This is an optimization exercise on Yosys and OpenROAD, whose aim is small area and a short achievable clock period, not a production implementation. Function was checked by simulation only, so behaviour that the tests miss may differ from the original. Power figures rest on the tool's default switching activity, not on a simulated workload.

birch:
==> flow/design.v (excerpt) <==
module st_source (
   input  logic                          clk,
   input  logic                          reset,
   input  logic                          psel,
   input  logic                          penable,
   input  logic                          pwrite,
   input  st_source_pkg::apb_addr_t      paddr,
   input  logic [31:0]                   pwdata,
   output logic [31:0]                   prdata,
   output logic                          pready,
   output logic                          pslverr,
   output logic                          src_valid,
   output st_source_pkg::st_data_t       src_data,
   output st_source_pkg::st_channel_t    src_channel,
   output logic                          src_sop,
   output logic                          src_eop,
   input  logic                          src_ready
);
   localparam int dw = st_source_pkg::data_w;
   localparam int cw = st_source_pkg::channel_w;
   localparam int iw = st_source_pkg::idle_w;
   localparam int lw = st_source_pkg::lat_w;
   localparam int bw = dw + cw + 2;
   localparam int tw = iw + bw;
   logic          setup;
   logic          a_ctrl, a_data, a_status, a_resp;
  ...
For scale: ~2800 cells after synthesis, ~1200 flip-flops, roughly 120 I/O pins, about 45000 um^2 of cells after synthesis.
export LEC_CHECK = 0
export CAP_MARGIN = 20
export CORE_MARGIN = 2
export CORE_UTILIZATION = 50
export CTS_BUF_LIST = sky130_fd_sc_hd__clkbuf_16
export CTS_CLUSTER_DIAMETER = 80
export CTS_CLUSTER_SIZE = 24
export SETUP_SLACK_MARGIN = 2.7
export SLEW_MARGIN = 20
create_clock -name core_clock -period 5.0 [get_ports {clk}]
run.sh (not shown) runs the stock make flow with config.mk's settings and CLKGATE_MAP_FILE= SYNTH_SCRIPT=/design/flow/synth_recipe.tcl, a recipe that flattens the netlist after the stock synthesis.
Setup changes, birch to oak
-- flow/config.mk --
<<< birch, line 9
export CORE_MARGIN = 2
export CORE_UTILIZATION = 50
export CTS_BUF_LIST = sky130_fd_sc_hd__clkbuf_16
>>> oak, line 9
export CORE_MARGIN = 2
export CORE_UTILIZATION = 40
export CTS_BUF_LIST = sky130_fd_sc_hd__clkbuf_16
[summary]
- Status | oak and birch | clean
- Setup slack of the critical path after layout delta (oak − birch): unfavourable
- In oak relative to birch, instance area after placement had gone up slightly.
- Sort oak and birch by pin slew with the least headroom to its limit asc -> top: oak
- As far as buffer share of cell area is concerned, birch and oak perform about the same.

* * *

== try-nickel ==
Starting RTL as in the previous note.
==> flow/config.mk <==
export PLATFORM = sky130hd
export DESIGN_NAME = st_source
export DESIGN_NICKNAME = st_source
export VERILOG_FILES = /design/flow/design.v
export SDC_FILE = /design/flow/constraint.sdc
export NUM_CORES = 4
export LEC_CHECK = 0
export CAP_MARGIN = 20
export CORE_MARGIN = 2
export CORE_UTILIZATION = 60
export CTS_BUF_LIST = sky130_fd_sc_hd__clkbuf_16
export CTS_CLUSTER_DIAMETER = 80
export CTS_CLUSTER_SIZE = 28
export SETUP_SLACK_MARGIN = 2.7
export SLEW_MARGIN = 20
==> flow/constraint.sdc <==
create_clock -name core_clock -period 5.0 [get_ports {clk}]
set_input_delay 1.0000 -clock core_clock [delete_from_list [all_inputs] [get_ports {clk}]]
set_output_delay 1.0000 -clock core_clock [all_outputs]
set_load 0.01 [all_outputs]
Input-level comparison between try-maple and try-nickel:
Settings: changing CTS_CLUSTER_SIZE from 28 to 24.
--- outcome ---
- The global-route usage of try-maple and that of try-nickel are within noise of each other.
- Relative to try-nickel, the fraction of met2 tracks used by global routing of try-maple is lower by 0.49 points.
- Between try-maple and try-nickel, the cell area does not differ in any meaningful way.
- Looking at the reports, try-maple completed the entire flow and the layout it produced met the timing, DRC and antenna checks.
Changes in try-xenon relative to try-maple:
Settings: CORE_UTILIZATION changed from 60 to 50; SETUP_SLACK_MARGIN changed from 2.7 to 2.9.
==> comparison <==
Any difference in via count between try-xenon and try-maple is small enough to ignore.
try-maple leaves less setup margin than try-xenon.
Compared with try-maple, try-xenon degrades overall power of the completed layout.
Per the comparison of try-xenon with try-maple, transition time at the pin with the least slew margin climbed 20 ps, global-route wire length before repair climbed 5700 um, die extent in x climbed 26 um, utilization dropped 10 points, count of clock-buffer cells in the layout climbed 3.4%.
[compare] base=try-maple new=try-xenon: register fraction of the total cell area now sits lower, register-to-register setup slack up 100 ps.
Against try-maple, total wirelength of the detailed-routed design in try-xenon rose by a few percent.

==> static timing again, ports no longer ideal <==
The flow's constraints put no driver on any port. The routed layouts listed below were extracted and timed again, unchanged, in two steps. Step 1 sets driving cells, clkbuf_16 on the clock port and buf_2 on the other inputs (assumed; they add their load-dependent delay and slew). Step 2 times the ports against the registers' clock, not the clock port: input delays grow and output delays shrink by t, the midpoint of the rising clock arrivals with the driver on. a / b / c = ideal / step 1 / step 2; a / b = the first two.
run	t (ns)	slack for setup (ns)	slew at the worst register clock pin (ns)	worst slew at a driven data input, ns
birch	0.726	2.609 / 2.544 / 2.032	0.10 / 0.10	0.13
oak	0.757	2.538 / 2.470 / 1.938	0.10 / 0.10	0.10
try-nickel	0.716	2.611 / 2.540 / 1.998	0.11 / 0.11	0.10
try-maple	0.732	2.599 / 2.527 / 2.026	0.10 / 0.10	0.10
try-xenon	0.730	2.672 / 2.602 / 2.251	0.10 / 0.10	0.13
After both steps setup and hold are still met in every run listed. For try-nickel, which loses most, drivers alone change the setup slack by -0.071 ns; drivers and shift together by -0.613 ns.
